Source: an optimization exercise on an open RTL-to-GDS flow (aim: small area, a short achievable clock period and few clock cycles per item). Production flows keep margins and buffers that such runs may drop. The RTL was checked by simulation tests, not by an equivalence proof against the original design.

## flow/sine_rom.hex

```
0000
0019
0032
004b
0065
007e
0097
00b0
00c9
00e2
00fb
0114
012e
0147
0160
0179
0192
01ab
01c4
01dd
01f7
0210
0229
0242
025b
0274
028d
02a6
02c0
02d9
02f2
030b
0324
033d
0356
036f
0388
03a1
03bb
03d4
03ed
0406
041f
0438
0451
046a
0483
049c
04b5
04ce
04e7
0500
051a
0533
054c
0565
057e
0597
05b0
05c9
05e2
05fb
0614
062d
0646
065f
0678
0691
06aa
06c3
06dc
06f5
070e
0727
0740
0759
0772
078b
07a4
07bd
07d6
07ef
0807
0820
0839
0852
086b
0884
089d
08b6
08cf
08e8
0901
0919
0932
094b
0964
097d
0996
09af
09c7
09e0
09f9
0a12
0a2b
0a44
0a5c
0a75
0a8e
0aa7
0ac0
0ad8
0af1
0b0a
0b23
0b3b
0b54
0b6d
0b85
0b9e
0bb7
0bd0
0be8
0c01
0c1a
0c32
0c4b
0c64
0c7c
0c95
0cae
0cc6
0cdf
0cf8
0d10
0d29
0d41
0d5a
0d72
0d8b
0da4
0dbc
0dd5
0ded
0e06
0e1e
0e37
0e4f
0e68
0e80
0e99
0eb1
0eca
0ee2
0efb
0f13
0f2b
0f44
0f5c
0f75
0f8d
0fa5
0fbe
0fd6
0fee
1007
101f
1037
1050
1068
1080
1099
10b1
10c9
10e1
10fa
1112
112a
1142
115a
1173
118b
11a3
11bb
11d3
11eb
1204
121c
1234
124c
1264
127c
1294
12ac
12c4
12dc
12f4
130c
1324
133c
1354
136c
1384
139c
13b4
13cc
13e4
13fb
1413
142b
1443
145b
1473
148b
14a2
14ba
14d2
14ea
1501
1519
1531
1549
1560
1578
1590
15a7
15bf
15d7
15ee
1606
161d
1635
164c
1664
167c
1693
16ab
16c2
16da
16f1
1709
1720
1737
174f
1766
177e
1795
17ac
17c4
17db
17f2
180a
1821
1838
184f
1867
187e
1895
18ac
18c3
18db
18f2
1909
1920
1937
194e
1965
197c
1993
19aa
19c1
19d8
19ef
1a06
1a1d
1a34
1a4b
1a62
1a79
1a90
1aa7
1abe
1ad4
1aeb
1b02
1b19
1b30
1b46
1b5d
1b74
1b8a
1ba1
1bb8
1bce
1be5
1bfc
1c12
1c29
1c3f
1c56
1c6c
1c83
1c99
1cb0
1cc6
1cdd
1cf3
1d0a
1d20
1d36
1d4d
1d63
1d79
1d90
1da6
1dbc
1dd3
1de9
1dff
1e15
1e2b
1e42
1e58
1e6e
1e84
1e9a
1eb0
1ec6
1edc
1ef2
1f08
1f1e
1f34
1f4a
1f60
1f76
1f8c
1fa2
1fb7
1fcd
1fe3
1ff9
200f
2024
203a
2050
2065
207b
2091
20a6
20bc
20d1
20e7
20fd
2112
2128
213d
2153
2168
217d
2193
21a8
21be
21d3
21e8
21fe
2213
2228
223d
2253
2268
227d
2292
22a7
22bc
22d2
22e7
22fc
2311
2326
233b
2350
2365
237a
238e
23a3
23b8
23cd
23e2
23f7
240b
2420
2435
244a
245e
2473
2488
249c
24b1
24c5
24da
24ef
2503
2518
252c
2541
2555
2569
257e
2592
25a6
25bb
25cf
25e3
25f8
260c
2620
2634
2648
265c
2671
2685
2699
26ad
26c1
26d5
26e9
26fd
2711
2724
2738
274c
2760
2774
2788
279b
27af
27c3
27d6
27ea
27fe
2811
2825
2838
284c
2860
2873
2886
289a
28ad
28c1
28d4
28e7
28fb
290e
2921
2935
2948
295b
296e
2981
2994
29a7
29bb
29ce
29e1
29f4
2a07
2a1a
2a2c
2a3f
2a52
2a65
2a78
2a8b
2a9d
2ab0
2ac3
2ad6
2ae8
2afb
2b0d
2b20
2b33
2b45
2b58
2b6a
2b7d
2b8f
2ba1
2bb4
2bc6
2bd8
2beb
2bfd
2c0f
2c21
2c34
2c46
2c58
2c6a
2c7c
2c8e
2ca0
2cb2
2cc4
2cd6
2ce8
2cfa
2d0c
2d1e
2d2f
2d41
2d53
2d65
2d76
2d88
2d9a
2dab
2dbd
2dcf
2de0
2df2
2e03
2e15
2e26
2e37
2e49
2e5a
2e6b
2e7d
2e8e
2e9f
2eb0
2ec2
2ed3
2ee4
2ef5
2f06
2f17
2f28
2f39
2f4a
2f5b
2f6c
2f7d
2f8d
2f9e
2faf
2fc0
2fd0
2fe1
2ff2
3002
3013
3024
3034
3045
3055
3066
3076
3087
3097
30a7
30b8
30c8
30d8
30e8
30f9
3109
3119
3129
3139
3149
3159
3169
3179
3189
3199
31a9
31b9
31c8
31d8
31e8
31f8
3207
3217
3227
3236
3246
3255
3265
3274
3284
3293
32a3
32b2
32c1
32d0
32e0
32ef
32fe
330d
331d
332c
333b
334a
3359
3368
3377
3386
3395
33a3
33b2
33c1
33d0
33df
33ed
33fc
340b
3419
3428
3436
3445
3453
3462
3470
347f
348d
349b
34aa
34b8
34c6
34d4
34e2
34f1
34ff
350d
351b
3529
3537
3545
3553
3561
356e
357c
358a
3598
35a5
35b3
35c1
35ce
35dc
35ea
35f7
3605
3612
3620
362d
363a
3648
3655
3662
366f
367d
368a
3697
36a4
36b1
36be
36cb
36d8
36e5
36f2
36ff
370c
3718
3725
3732
373f
374b
3758
3765
3771
377e
378a
3797
37a3
37b0
37bc
37c8
37d5
37e1
37ed
37f9
3805
3812
381e
382a
3836
3842
384e
385a
3866
3871
387d
3889
3895
38a1
38ac
38b8
38c3
38cf
38db
38e6
38f2
38fd
3909
3914
391f
392b
3936
3941
394c
3958
3963
396e
3979
3984
398f
399a
39a5
39b0
39bb
39c5
39d0
39db
39e6
39f0
39fb
3a06
3a10
3a1b
3a25
3a30
3a3a
3a45
3a4f
3a59
3a64
3a6e
3a78
3a82
3a8d
3a97
3aa1
3aab
3ab5
3abf
3ac9
3ad3
3add
3ae6
3af0
3afa
3b04
3b0e
3b17
3b21
3b2a
3b34
3b3e
3b47
3b50
3b5a
3b63
3b6d
3b76
3b7f
3b88
3b92
3b9b
3ba4
3bad
3bb6
3bbf
3bc8
3bd1
3bda
3be3
3bec
3bf5
3bfd
3c06
3c0f
3c17
3c20
3c29
3c31
3c3a
3c42
3c4b
3c53
3c5b
3c64
3c6c
3c74
3c7d
3c85
3c8d
3c95
3c9d
3ca5
3cad
3cb5
3cbd
3cc5
3ccd
3cd5
3cdd
3ce4
3cec
3cf4
3cfb
3d03
3d0b
3d12
3d1a
3d21
3d28
3d30
3d37
3d3f
3d46
3d4d
3d54
3d5b
3d63
3d6a
3d71
3d78
3d7f
3d86
3d8d
3d93
3d9a
3da1
3da8
3daf
3db5
3dbc
3dc2
3dc9
3dd0
3dd6
3ddd
3de3
3de9
3df0
3df6
3dfc
3e03
3e09
3e0f
3e15
3e1b
3e21
3e27
3e2d
3e33
3e39
3e3f
3e45
3e4a
3e50
3e56
3e5c
3e61
3e67
3e6c
3e72
3e77
3e7d
3e82
3e88
3e8d
3e92
3e98
3e9d
3ea2
3ea7
3eac
3eb1
3eb6
3ebb
3ec0
3ec5
3eca
3ecf
3ed4
3ed8
3edd
3ee2
3ee7
3eeb
3ef0
3ef4
3ef9
3efd
3f02
3f06
3f0a
3f0f
3f13
3f17
3f1c
3f20
3f24
3f28
3f2c
3f30
3f34
3f38
3f3c
3f40
3f43
3f47
3f4b
3f4f
3f52
3f56
3f5a
3f5d
3f61
3f64
3f68
3f6b
3f6e
3f72
3f75
3f78
3f7b
3f7f
3f82
3f85
3f88
3f8b
3f8e
3f91
3f94
3f97
3f99
3f9c
3f9f
3fa2
3fa4
3fa7
3faa
3fac
3faf
3fb1
3fb4
3fb6
3fb8
3fbb
3fbd
3fbf
3fc1
3fc4
3fc6
3fc8
3fca
3fcc
3fce
3fd0
3fd2
3fd4
3fd5
3fd7
3fd9
3fdb
3fdc
3fde
3fe0
3fe1
3fe3
3fe4
3fe6
3fe7
3fe8
3fea
3feb
3fec
3fed
3fef
3ff0
3ff1
3ff2
3ff3
3ff4
3ff5
3ff6
3ff7
3ff7
3ff8
3ff9
3ffa
3ffa
3ffb
3ffc
3ffc
3ffd
3ffd
3ffe
3ffe
3ffe
3fff
3fff
3fff
4000
4000
4000
4000
4000
4000
```

## flow/run.sh

```bash
#!/bin/bash
# synth_recipe.tcl (not shown) runs the flow's synth.tcl, then flattens the netlist and writes it again
# the make line also repeats each setting of config.mk as NAME=value (left out here)
make -C /OpenROAD-flow-scripts/flow DESIGN_CONFIG=/design/flow/config.mk WORK_HOME=/design/flow/orfs CLKGATE_MAP_FILE= SYNTH_SCRIPT=/design/flow/synth_recipe.tcl finish
```

## flow/config.mk

```make
export PLATFORM = sky130hd
export DESIGN_NAME = sine_error_pid_velocity
export DESIGN_NICKNAME = sine_error_pid_velocity
export VERILOG_FILES = /design/flow/design.v
export SDC_FILE = /design/flow/constraint.sdc
export NUM_CORES = 4
export LEC_CHECK = 0
export CAP_MARGIN = 20
export CORE_MARGIN = 2
export CORE_UTILIZATION = 50
export SETUP_SLACK_MARGIN = 3.5
export SLEW_MARGIN = 20
export SYNTH_HIERARCHICAL = 1
export SYNTH_MEMORY_MAX_BITS = 32768
```

## flow/constraint.sdc

```tcl
create_clock -name core_clock -period 10.0 [get_ports {clk}]
set_input_delay 2.0000 -clock core_clock [delete_from_list [all_inputs] [get_ports {clk}]]
set_output_delay 2.0000 -clock core_clock [all_outputs]
set_load 0.01 [all_outputs]
```

## flow/design.v

```verilog
`default_nettype none
package sepv_pkg;
	localparam int unsigned REG_INDEX_W = 3;
	localparam int unsigned DATA_W      = 16;
	localparam logic [REG_INDEX_W-1:0] REG_KP     = 3'd0;
	localparam logic [REG_INDEX_W-1:0] REG_KI     = 3'd1;
	localparam logic [REG_INDEX_W-1:0] REG_KD     = 3'd2;
	localparam logic [REG_INDEX_W-1:0] REG_LIMIT  = 3'd3;
	localparam logic [REG_INDEX_W-1:0] REG_TARGET = 3'd4;
	localparam logic [63:0] INV_TWO_PI_Q32 = 64'd683565276;
	localparam logic [63:0] HALF_PI_Q30    = 64'd1686629713;
	localparam logic [19:0] US_PER_SECOND  = 20'd1000000;
	localparam logic signed [48:0] INTEGRAL_MAX = 49'sh0_7FFF_FFFF_FFFF;
	localparam logic [14:0] LIMIT_RESET = 15'd32767;
endpackage
`default_nettype wire
`default_nettype none
module sine_error_pid_velocity (
	input  wire                     clk,
	input  wire                     arst_n,
	input  wire                     item_valid,
	output logic                    item_stall,
	input  wire signed [14:0]       roll_angle,
	input  wire        [19:0]       elapsed_us,
	output logic                    result_valid,
	input  wire                     result_stall,
	output logic signed [15:0]      wheel_velocity,
	output logic                    limited,
	input  wire                     write_enable,
	input  wire [sepv_pkg::REG_INDEX_W-1:0] reg_index,
	input  wire [sepv_pkg::DATA_W-1:0]      write_data
);
	localparam int QUARTER = 1024;
	localparam int DSPS = 2;           
	localparam int DNS  = 11;          
	localparam int ISPS = 3;           
	localparam int INS  = 8;           
	localparam int LAT  = 16;          
	localparam int CAP  = LAT + 3;     
	localparam int FD   = CAP - 1;     
	localparam int PW   = 5;           
	logic [14:0] SINE_ROM [0:QUARTER];
	initial $readmemh("sine_rom.hex", SINE_ROM);
	logic [15:0] kp_q, ki_q, kd_q;
	logic [14:0] limit_q;
	logic signed [15:0] target_q;
	logic signed [47:0] integral_q;     
	logic signed [16:0] prev_q;
	logic [29:0] kd15_q;                
	logic [PW-1:0] cnt_q;               
	logic          stall_q;
	logic          accept, handover;
	logic [PW-1:0] cnt_n;
	logic [LAT:0]  v_q;                 
	assign accept     = item_valid && !stall_q;
	assign handover   = result_valid && !result_stall;
	assign cnt_n      = cnt_q + PW'(accept) - PW'(handover);
	assign item_stall = stall_q;
	logic [14:0] s0_m;
	logic        s0_rs;
	logic [19:0] s0_dt;
	logic [31:0] s1_ph, s0_ph;
	sepv_phase u_phase (.m(s0_m), .ph(s0_ph));
	logic        s1_rs;
	logic [19:0] s1_dt;
	logic [11:0] s1_p;
	logic [10:0] s1_addr;
	logic [14:0] s2_rom;
	logic        s2_neg;
	logic [19:0] s2_dt;
	assign s1_p    = s1_ph[30:19];
	assign s1_addr = s1_p[10] ? 11'(QUARTER) - 11'(s1_p[9:0]) : 11'(s1_p[9:0]);
	logic signed [16:0] s2_err;
	logic signed [17:0] s2_de;
	logic signed [16:0] s3_err;
	logic        s3_ds;
	logic [16:0] s3_da;
	logic [19:0] s3_dt;
	assign s2_err = s2_neg ? 17'(target_q) + $signed({2'b0, s2_rom})
		: 17'(target_q) - $signed({2'b0, s2_rom});
	assign s2_de  = 18'(s2_err) - 18'(prev_q);
	logic signed [27:0] s4_E0, s4_E1;   
	logic signed [27:0] s3_E0, s3_E1;
	sepv_smul #(.WA(17), .WB(10)) u_e0 (.a(s3_err), .b(s3_dt[9:0]), .p(s3_E0));
	sepv_smul #(.WA(17), .WB(10)) u_e1 (.a(s3_err), .b(s3_dt[19:10]), .p(s3_E1));
	logic [46:0] s3_Nd;               
	sepv_umul #(.WA(17), .WB(30)) u_nd (.a(s3_da), .b(kd15_q), .p(s3_Nd));
	logic signed [48:0] s4_acc;
	logic               s4_hi, s4_lo;
	logic signed [47:0] s4_sat;
	assign s4_acc = 49'(integral_q) + 49'(s4_E0) + (49'(s4_E1) <<< 10);
	assign s4_hi  = !s4_acc[48] && s4_acc[47];
	assign s4_lo  = s4_acc[48] && (!s4_acc[47] || s4_acc[46:0] == '0);
	assign s4_sat = s4_hi ? 48'sh7FFF_FFFF_FFFF : s4_lo ? -48'sh7FFF_FFFF_FFFF : s4_acc[47:0];
	logic [46:0] s5_u;
	logic        s5_as;
	logic [27:0] s6_X0, s6_X1, s6_X2;
	logic [26:0] s6_X3;
	logic        s6_as;
	logic [62:0] s6_X;
	logic [27:0] s5_X0, s5_X1, s5_X2;
	logic [26:0] s5_X3;
	sepv_umul #(.WA(12), .WB(16)) u_x0 (.a(s5_u[11:0]), .b(ki_q), .p(s5_X0));
	sepv_umul #(.WA(12), .WB(16)) u_x1 (.a(s5_u[23:12]), .b(ki_q), .p(s5_X1));
	sepv_umul #(.WA(12), .WB(16)) u_x2 (.a(s5_u[35:24]), .b(ki_q), .p(s5_X2));
	sepv_umul #(.WA(11), .WB(16)) u_x3 (.a(s5_u[46:36]), .b(ki_q), .p(s5_X3));
	assign s6_X = 63'(s6_X0) + (63'(s6_X1) << 12) + (63'(s6_X2) << 24) + (63'(s6_X3) << 36)
		+ (s6_as ? 63'(ki_q) : 63'd0);
	logic [13:4][16:0] err_q;       
	logic [15:4]       ds_q;        
	logic [15:7]       as_q;        
	logic [DNS:1]        dv_ovf;    
	logic [DNS:0][19:0]  dv_r;
	logic [DNS:0][43:0]  dv_w;      
	logic [DNS:0][19:0]  dv_d;
	logic [DNS:0][21:0]  dv_d3;
	logic [DNS-1:0][19:0] dn_r;
	logic [DNS-1:0][43:0] dn_w;
	logic [INS:0][13:0]  iv_r;
	logic [INS:0][43:0]  iv_w;
	logic [INS-1:0][13:0] in_r;
	logic [INS-1:0][43:0] in_w;
	for (genvar k = 0; k < DNS; k++) begin : g_dstage
		logic [19:0] r1;
		logic [1:0]  q0, q1;
		sepv_div4_step u_step0 (.r(dv_r[k]), .b(dv_w[k][43-4*k -: 2]), .d(dv_d[k]), .d3(dv_d3[k]),
			.r_n(r1), .q(q0));
		sepv_div4_step u_step1 (.r(r1), .b(dv_w[k][41-4*k -: 2]), .d(dv_d[k]), .d3(dv_d3[k]),
			.r_n(dn_r[k]), .q(q1));
		if (k == 0) begin : g_first
			assign dn_w[k] = {q0, q1, dv_w[k][39:0]};
		end else if (k == DNS - 1) begin : g_last
			assign dn_w[k] = {dv_w[k][43:4], q0, q1};
		end else begin : g_mid
			assign dn_w[k] = {dv_w[k][43:44-4*k], q0, q1, dv_w[k][39-4*k:0]};
		end
	end
	for (genvar k = 0; k < INS; k++) begin : g_istage
		logic [13:0] r1, r2;
		logic [1:0]  q0, q1, q2;
		sepv_idiv4_step u_step0 (.r(iv_r[k]), .b(iv_w[k][43-6*k -: 2]), .r_n(r1), .q(q0));
		if (k < INS - 1) begin : g_full
			sepv_idiv4_step u_step1 (.r(r1), .b(iv_w[k][41-6*k -: 2]), .r_n(r2), .q(q1));
			sepv_idiv4_step u_step2 (.r(r2), .b(iv_w[k][39-6*k -: 2]), .r_n(in_r[k]), .q(q2));
			if (k == 0) begin : g_first
				assign in_w[k] = {q0, q1, q2, iv_w[k][37:0]};
			end else begin : g_mid
				assign in_w[k] = {iv_w[k][43:44-6*k], q0, q1, q2, iv_w[k][37-6*k:0]};
			end
		end else begin : g_last
			assign in_r[k] = r1;
			assign in_w[k] = {iv_w[k][43:2], q0};
		end
	end
	logic signed [32:0] s15_P;
	logic signed [25:0] s13_P0, s13_P1, s14_P0, s14_P1;    
	sepv_smul #(.WA(17), .WB(8)) u_p0 (.a($signed(err_q[13])), .b(kp_q[7:0]), .p(s13_P0));
	sepv_smul #(.WA(17), .WB(8)) u_p1 (.a($signed(err_q[13])), .b(kp_q[15:8]), .p(s13_P1));
	logic [43:0] s15_qD, s15_qI;
	logic signed [46:0] s16_sum;
	assign s15_qD = dv_ovf[DNS] ? '1 : dv_w[DNS];
	assign s15_qI = iv_w[INS];
	logic [16:0] s16_d;
	sepv_round u_round (.sum(s16_sum), .limit(limit_q), .d(s16_d));
	logic [FD-1:0][16:0] fifo_q;
	logic [PW-1:0] wptr_q, rptr_q;
	logic [PW:0]   fcnt_q;
	logic          out_v_q;
	logic [16:0]   out_d_q;
	logic          in_v, load, from_fifo, to_fifo;
	assign in_v      = v_q[LAT];
	assign load      = !out_v_q || !result_stall;
	assign from_fifo = load && fcnt_q != '0;
	assign to_fifo   = in_v && !(load && fcnt_q == '0);
	assign result_valid   = out_v_q;
	assign wheel_velocity = out_d_q[16:1];
	assign limited        = out_d_q[0];
	always_ff @(posedge clk or negedge arst_n) begin
		if (!arst_n) begin
			kp_q       <= '0;
			ki_q       <= '0;
			kd_q       <= '0;
			limit_q    <= sepv_pkg::LIMIT_RESET;
			target_q   <= '0;
			integral_q <= '0;
			prev_q     <= '0;
			cnt_q      <= '0;
			stall_q    <= 1'b0;
			v_q        <= '0;
			wptr_q     <= '0;
			rptr_q     <= '0;
			fcnt_q     <= '0;
			out_v_q    <= 1'b0;
		end else begin
			if (write_enable) begin
				unique case (reg_index)
					sepv_pkg::REG_KP:     kp_q <= write_data;
					sepv_pkg::REG_KI:     ki_q <= write_data;
					sepv_pkg::REG_KD:     kd_q <= write_data;
					sepv_pkg::REG_LIMIT:  limit_q <= write_data[14:0];
					sepv_pkg::REG_TARGET: target_q <= $signed(write_data);
					default: ;
				endcase
			end
			cnt_q   <= cnt_n;
			stall_q <= cnt_n == PW'(CAP);
			v_q     <= {v_q[LAT-1:0], accept};
			if (v_q[2])
				prev_q <= s2_err;
			if (v_q[4])
				integral_q <= s4_sat;
			if (to_fifo)
				wptr_q <= (wptr_q == PW'(FD - 1)) ? '0 : wptr_q + 1'b1;
			if (from_fifo)
				rptr_q <= (rptr_q == PW'(FD - 1)) ? '0 : rptr_q + 1'b1;
			fcnt_q <= fcnt_q + (PW+1)'(to_fifo) - (PW+1)'(from_fifo);
			if (load)
				out_v_q <= from_fifo || in_v;
		end
	end
	always_ff @(posedge clk) begin
		kd15_q <= 30'(kd_q) * 30'd15625;
		s0_m  <= roll_angle[14] ? 15'(-roll_angle) : roll_angle;
		s0_rs <= roll_angle[14];
		s0_dt <= (elapsed_us == '0) ? 20'd1 : elapsed_us;
		s1_ph <= s0_ph;
		s1_rs <= s0_rs;
		s1_dt <= s0_dt;
		s2_rom <= SINE_ROM[s1_addr];
		s2_neg <= s1_p[11] ^ s1_rs;
		s2_dt  <= s1_dt;
		s3_err <= s2_err;
		s3_ds  <= s2_de[17];
		s3_da  <= s2_de[17] ? 17'(-s2_de) : 17'(s2_de);
		s3_dt  <= s2_dt;
		s4_E0 <= s3_E0;
		s4_E1 <= s3_E1;
		s5_u  <= s4_sat[46:0] ^ {47{s4_sat[47]}};
		s5_as <= s4_sat[47];
		s6_X0 <= s5_X0;
		s6_X1 <= s5_X1;
		s6_X2 <= s5_X2;
		s6_X3 <= s5_X3;
		s6_as <= s5_as;
		err_q[4] <= s3_err;
		ds_q[4]  <= s3_ds;
		as_q[7]  <= s6_as;
		for (int s = 5; s <= 13; s++)
			err_q[s] <= err_q[s-1];
		for (int s = 5; s <= 15; s++)
			ds_q[s] <= ds_q[s-1];
		for (int s = 8; s <= 15; s++)
			as_q[s] <= as_q[s-1];
		dv_r[0]   <= 20'(s3_Nd[46:38]);
		dv_w[0]   <= {s3_Nd[37:0], 6'd0};
		dv_d[0]   <= s3_dt;
		dv_d3[0]  <= 22'(s3_dt) * 22'd3;
		dv_ovf[1] <= dv_r[0] >= dv_d[0];
		for (int k = 0; k < DNS; k++) begin
			dv_r[k+1]   <= dn_r[k];
			dv_w[k+1]   <= dn_w[k];
			dv_d[k+1]   <= dv_d[k];
			dv_d3[k+1]  <= dv_d3[k];
		end
		for (int k = 1; k < DNS; k++)
			dv_ovf[k+1] <= dv_ovf[k];
		iv_r[0] <= 14'(s6_X[62:50]);
		iv_w[0] <= s6_X[49:6];
		for (int k = 0; k < INS; k++) begin
			iv_r[k+1] <= in_r[k];
			iv_w[k+1] <= in_w[k];
		end
		s14_P0 <= s13_P0;
		s14_P1 <= s13_P1;
		s15_P  <= 33'(s14_P0) + (33'(s14_P1) <<< 8);
		s16_sum <= 47'(s15_P)
			+ $signed(47'(s15_qI) ^ {47{as_q[15]}})
			+ $signed(47'(s15_qD) ^ {47{ds_q[15]}})
			+ 47'(as_q[15]) + 47'(ds_q[15]);
		for (int i = 0; i < FD; i++)
			if (to_fifo && wptr_q == PW'(i))
				fifo_q[i] <= s16_d;
		if (load)
			out_d_q <= from_fifo ? fifo_q[rptr_q] : s16_d;
	end
endmodule
module sepv_div4_step (
	input  wire [19:0] r,
	input  wire [1:0]  b,
	input  wire [19:0] d,
	input  wire [21:0] d3,
	output logic [19:0] r_n,
	output logic [1:0]  q
);
	logic [21:0] t;
	logic [22:0] d1, d2, dd3;
	assign t   = {r, b};
	assign d1  = {1'b0, t} - {3'b0, d};
	assign d2  = {1'b0, t} - {2'b0, d, 1'b0};
	assign dd3 = {1'b0, t} - {1'b0, d3};
	always_comb begin
		if (!dd3[22]) begin
			r_n = dd3[19:0];
			q   = 2'd3;
		end else if (!d2[22]) begin
			r_n = d2[19:0];
			q   = 2'd2;
		end else if (!d1[22]) begin
			r_n = d1[19:0];
			q   = 2'd1;
		end else begin
			r_n = t[19:0];
			q   = 2'd0;
		end
	end
endmodule
module sepv_idiv4_step (
	input  wire [13:0] r,
	input  wire [1:0]  b,
	output logic [13:0] r_n,
	output logic [1:0]  q
);
	logic [15:0] t;
	assign t = {r, b};
	always_comb begin
		if (t >= 16'd46875) begin
			r_n = 14'(t - 16'd46875);
			q   = 2'd3;
		end else if (t >= 16'd31250) begin
			r_n = 14'(t - 16'd31250);
			q   = 2'd2;
		end else if (t >= 16'd15625) begin
			r_n = 14'(t - 16'd15625);
			q   = 2'd1;
		end else begin
			r_n = t[13:0];
			q   = 2'd0;
		end
	end
endmodule
module sepv_round (
	input  wire signed [46:0] sum,
	input  wire [14:0]        limit,
	output logic [16:0]       d
);
	logic        sg;
	logic [45:0] x;
	logic [23:0] r;
	logic        over;
	logic [14:0] lim;
	assign sg   = sum[46];
	assign x    = sum[45:0] ^ {46{sg}};
	assign r    = 24'((47'(x) + (sg ? 47'd2097153 : 47'd2097152)) >> 22);
	assign over = r > 24'(limit);
	assign lim  = over ? limit : r[14:0];
	assign d    = {(sum > 0) ? -$signed({1'b0, lim}) : $signed({1'b0, lim}), over};
endmodule
module sepv_phase (
	input  wire [14:0]  m,
	output logic [31:0] ph
);
	assign ph = 32'(m) * 32'd83443 + 32'd262656;
endmodule
module sepv_umul #(
	parameter int WA = 16,
	parameter int WB = 16
) (
	input  wire [WA-1:0]     a,
	input  wire [WB-1:0]     b,
	output logic [WA+WB-1:0] p
);
	assign p = (WA+WB)'(a) * (WA+WB)'(b);
endmodule
module sepv_smul #(
	parameter int WA = 16,
	parameter int WB = 16
) (
	input  wire signed [WA-1:0]    a,
	input  wire [WB-1:0]           b,
	output logic signed [WA+WB:0]  p
);
	assign p = (WA+WB+1)'(a) * $signed({1'b0, b});
endmodule
`default_nettype wire
```

==> impl_metrics.tcl, run 1 <==
set metrics [dict create \
    fin_crit_ns 6.33 \
    crit_path_start_kind "flop" \
    port_buffers 77 \
    place_area_sq_um 270000 \
    cts-root-buf "clkbuf_16" \
    fin_skew_ns 0.0840 \
    hpwlAfterDp_um 616000 \
    crit_type "reg2reg" \
    holdWs_ns 0.250 \
    grt-ovfl-total 0 \
    cts_tree "done" \
    rsz0062_at_grt "yes" \
    drt-initial-drc-count 17200 \
    initial_core_util 0.501 \
    worst_pin_slew_ns 1.30 \
    slew_headroom 0.127 \
    grt_usage 0.293 \
    cp_num_buf_inv 5 \
    fin_tns_setup_ns 0 \
    crit_top_cell "fa_1" \
    period_share 0.633 \
    h-tree-depth 5 \
    yosysWarnings 9 \
    stdcell_area_sq_um 284000 \
    core-area_sq_um 524000 \
    ant_nets 0 \
    drive_gt1_frac 0.0747 \
    synthesis.area_sq_um 263000 \
    cts-buffers-inserted 323 \
    critPathMaxFanout 17 \
    pin_count 78 \
    cpMaxStageDelayCell "fa_1" \
    place.gp.congestion 0.981 \
    layout.nets 34400 \
    die_area_sq_um 532000 \
    routed_wl_um 799000 \
    syn2layout_area_growth_pct 7.95 \
    clkTransAtPathRegs_ns 0.07 \
    hp-class "reg2reg" \
    die_x_um 729 \
    drt_pass1_iterations 8 \
    crit_required_ns 10.89 \
    cp-end-kind "flop" \
    hold_viol 0 \
    drv_cap 0 \
    drc 0 \
    grt_max_degree 136 \
    syn_inst 30100 \
    cp_top_family "adder cells" \
    outcome "timing/DRC/antenna clean" \
    grt_pass1_vias 215000 \
    layout_commonest_cell "inv_1" \
    holdBufCountCts 0 \
    die_h_um 729 \
    num_vias 217000 \
    worstPathCellList "and2_1 -> fa_1 -> inv_1 -> fa_1 -> fa_1 -> inv_1 -> fa_1 -> fa_1 -> inv_1 -> fa_1 -> inv_1 -> ha_2 -> a21oi_1 -> o21ai_1 -> o211ai_1 -> buf_4 -> o311ai_4 -> a31oi_4 -> o31ai_2 -> xnor2_1" \
    slowest_delay_ns 0.59 \
    worstSkewPairLatency_ns 1.00 \
    maxSlewViolCount 0 \
    fmax_mhz 158 \
    grt_pass1_wl_um 1240000 \
    fillers 48800 \
    clk_path_buf_depth 4 \
    clock-sinks 2877 \
    routedWlPerCell_um 21.5 \
    critPathArrivalTime_ns 7.22 \
    antenna_found_initial 50 \
    avgSynthCellArea_sq_um 8.72 \
    vias_per_cell 5.84 \
    rows 266 \
    final_cell_mix "3,921 x inv_1, 2,705 x ha_1, 2,547 x nand2_1" \
    setup_viol 0 \
]
[final timing paths]
| kind | start | end | slack [ns] | cells past startpoint |
|---|---|---|---|---|
| max reg2reg | kd15_q[16] | dv_r[8] | 3.67 | 20 |
| max in group asynchronous | arst_n | v_q[4] | 7.50 | 2 |
| min | dv_w[472] | dv_w[516] | 0.25 | 0 |
| max | kd15_q[16] | dv_r[8] | 3.67 | 20 |
| min in group asynchronous | arst_n | target_q[7] | 1.02 | 1 |
| min reg2reg | dv_w[472] | dv_w[516] | 0.25 | 0 |
[metal layers]
layer / part of all wire / track usage
met1: 0.44 / 0.398
met2: 0.46 / 0.481
met3: 0.059 / 0.0361
met4: 0.042 / 0.106
met5: 0.000016 / 0
[timing repair]
item / 4_1_cts / 5_1_grt
setup endpoints to repair: 234 / 408
pin swaps: 6 / 41
resized for setup: 102 / 259
endpoints found under the hold margin: 0 / 0
setup buffers: 5 / 103
gates cloned: 4 / 13
[sequential cells by signal, indices dropped and copies added, names as in the netlist, 25 cells and up]
signal,flops
dv_w,464
iv_w,396
fifo_q,306
dv_d3,242
dv_d,209
dv_r,209
err_q,170
iv_r,111
integral_q,48
s16_sum,47
s5_u,47
s15_P,33
kd15_q,30
s4_E0,28
s4_E1,28
s6_X0,28
s6_X1,28
s6_X2,28
s6_X3,27
s14_P0,26
s14_P1,25
[area by class of cell]
type	instances	area [sq um]	share of cell area
antenna	31	77.6	0.000273
clock buffer	421	9030	0.0318
clock inverter	172	2090	0.00736
inverter	3950	14900	0.0525
multi-input combinational	22200	183000	0.645
sequential	2877	61900	0.218
tap	6968	8720	0.0307
timing repair buffer	467	4000	0.0141
[through the flow]
step	std cells	utilization	setup slack, ns
5_1_grt	37100	0.541	3.41
3_3_place_gp	36400	0.514	2.42
3_5_place_dp	36400	0.514	2.39
4_1_cts	37000	0.537	3.48
6_report	37100	0.541	3.67
2_1_floorplan	30200	-	4.04
Testbench counts, summed over its fixed seeds: cycles 1,888, items 1,600.
==> inputs of run 2 (changes only) <==
--- a/flow/config.mk
+++ b/flow/config.mk
@@ -9,4 +9,4 @@
 export CORE_MARGIN = 2
-export CORE_UTILIZATION = 50
-export SETUP_SLACK_MARGIN = 3.5
+export CORE_UTILIZATION = 60
+export SETUP_SLACK_MARGIN = 4.0
 export SLEW_MARGIN = 20
==> impl_metrics.tcl, run 2 <==
set metrics [dict create \
    layout_commonest_cell "inv_1" \
    fin_tns_setup_ns 0 \
    port_buffers 77 \
    holdPathStages 0 \
    worstSkewPairLatency_ns 0.97 \
    setup_viol 0 \
    largest_register_ff_count 464 \
    synthesis.area_sq_um 263000 \
    cts-buffers-inserted 319 \
    holdWs_ns 0.284 \
    syn2layout_area_growth_pct 10.6 \
    worst_pin_slew_ns 1.35 \
    clk_path_buf_depth 4 \
    slew_headroom 0.0891 \
    drt-initial-drc-count 18400 \
    h-tree-depth 5 \
    clock-sinks 2877 \
    vias_per_cell 6.10 \
    drive_gt1_frac 0.108 \
    fillers 36300 \
    reg2reg_depth 21 \
    fin_crit_ns 6.08 \
    period_share 0.608 \
    drt_pass1_iterations 9 \
    cp-end-kind "flop" \
    routed_wl_um 789000 \
    grt_max_degree 127 \
    critPathMaxFanout 5 \
    regMostFlops "dv_w" \
    final_util 0.665 \
    initial_core_util 0.601 \
    yosysWarnings 9 \
    ant_nets 0 \
    cp_num_buf_inv 2 \
    clkTransAtPathRegs_ns 0.06 \
    fin_skew_ns 0.0826 \
    antenna_found_initial 44 \
    num_vias 222000 \
    rows 243 \
    rsz0062_at_grt "yes" \
    pin_count 78 \
    routedWlPerCell_um 21.7 \
    crit_type "reg2reg" \
    crit_required_ns 10.74 \
    reg.largest.list "dv_w (464), iv_w (396), fifo_q (306)" \
    layout.nets 34900 \
    outcome "timing/DRC/antenna clean" \
    maxSlewViolCount 0 \
    syn_inst 30100 \
    cp_top_family "compound AO/OA/AOI/OAI gates" \
    hp-class "reg2reg" \
    hold_viol 0 \
    drv_cap 0 \
    die_h_um 666 \
    cpMaxStageDelayCell "or4_1" \
    worstPathCellList "or4_4 -> o22a_1 -> a211o_4 -> a211oi_4 -> xnor2_2 -> ha_1 -> nand4_1 -> or4_1 -> o21ai_1 -> a31oi_1 -> or3_4 -> a2111oi_4 -> clkbuf_16 -> mux2i_4 -> ha_4 -> clkinvlp_4 -> nor3_2 -> nand4b_1 -> a21o_1 -> a31o_4 -> o21a_1" \
    drc 0 \
    core-area_sq_um 437000 \
    grt-ovfl-total 0 \
    grt_pass1_vias 217000 \
    die_area_sq_um 443000 \
    fmax_mhz 165 \
    cp.depth 21 \
    grt_usage 0.343 \
    crit_path_start_kind "flop" \
    avgSynthCellArea_sq_um 8.72 \
    final_cell_mix "3,896 x inv_1, 2,667 x ha_1, 2,525 x nand2_1" \
    grt_pass1_wl_um 1220000 \
    critPathArrivalTime_ns 6.81 \
    slowest_delay_ns 0.57 \
    die_x_um 666 \
    cts_tree "done" \
    hpwlAfterDp_um 588000 \
    cts-root-buf "clkbuf_16" \
    holdBufCountCts 0 \
    place.gp.congestion 1.02 \
]
==> run 2: worst register-to-register path: cells and delay by family (launching register included) <==
family	cells	cell delay (ns)
flip-flops	1	0.32
XOR/XNOR	1	0.16
adder cells (fa/ha/maj)	2	0.53
AND/OR/NAND/NOR	6	2.03
buffers and inverters	2	0.39
multiplexers	1	0.25
AO/OA/AOI/OAI	9	2.16
==> run 2: layout make-up <==
class                   count  area, sq um  share of cell area
diodes                     31         77.6            0.000267
flip-flops and latches   2877        62100               0.214
well taps                5757         7200              0.0248
clock buffers             404         8790              0.0303
clock inverters           187         2560             0.00882
multi-input cells       22200       187000               0.642
repair buffers            924         8260              0.0284
inverters                3950        15000              0.0517
==> run 2: layer usage <==
metal	vias to the layer above	routed length, um	track usage
met5	-	89	0
met4	14	43000	0.161
met3	2013	54900	0.0488
met2	8189	362000	0.564
met1	107000	329000	0.445
li1	104000	-	-
==> run 2: worst paths after layout <==
kind,end,slack [ns],start
worst max-delay path,out_d_q[15],3.92,s16_sum[3]
worst min-delay path,iv_w[308],0.28,iv_w[264]
worst max register to register,out_d_q[15],3.92,s16_sum[3]
worst min register to register,iv_w[308],0.28,iv_w[264]
max in group asynchronous,kd_q[2],7.43,arst_n
min in group asynchronous,target_q[10],1.08,arst_n
==> run 2: timing repair <==
item,in CTS,in global routing
setup buffers,118,432
setup endpoints to repair,480,569
pin swaps,65,364
cloned,22,21
endpoints found under the hold margin,0,0
gates resized for setup,425,920
==> run 2: through the flow <==
stage | area [sq um] | instances | worst slack (ns)
after floorplan | 263000 | 30200 | 4.04
after global placement | 268000 | 35100 | 2.05
after detailed placement | 268000 | 35100 | 2.42
after CTS | 283000 | 35900 | 3.98
after global routing | 291000 | 36400 | 3.73
final | 291000 | 36400 | 3.92

-- port drivers added, routing unchanged --
The results above use ideal ports. As a check the final layouts listed here were re-extracted and re-timed, cells and wires unchanged. Step 1 sets driving cells, clkbuf_16 on the clock port and buf_2 on the other inputs (assumed; they add their load-dependent delay and slew). Step 2, shift: input delay + t, output delay - t, t = (earliest + latest rising clock arrival at the registers) / 2. This alone moves slack from input paths to output paths. a / b / c = ideal ports / drivers / drivers and shift; a / b = the first two.
run | t (ns) | slack for setup (ns) | clock arrival spread, ns
run 1 | 1.106 | 3.673 / 3.673 / 3.673 | 0.096 / 0.096
run 2 | 1.077 | 3.925 / 3.925 / 3.925 | 0.110 / 0.110
After both steps setup and hold are still met in every run listed.
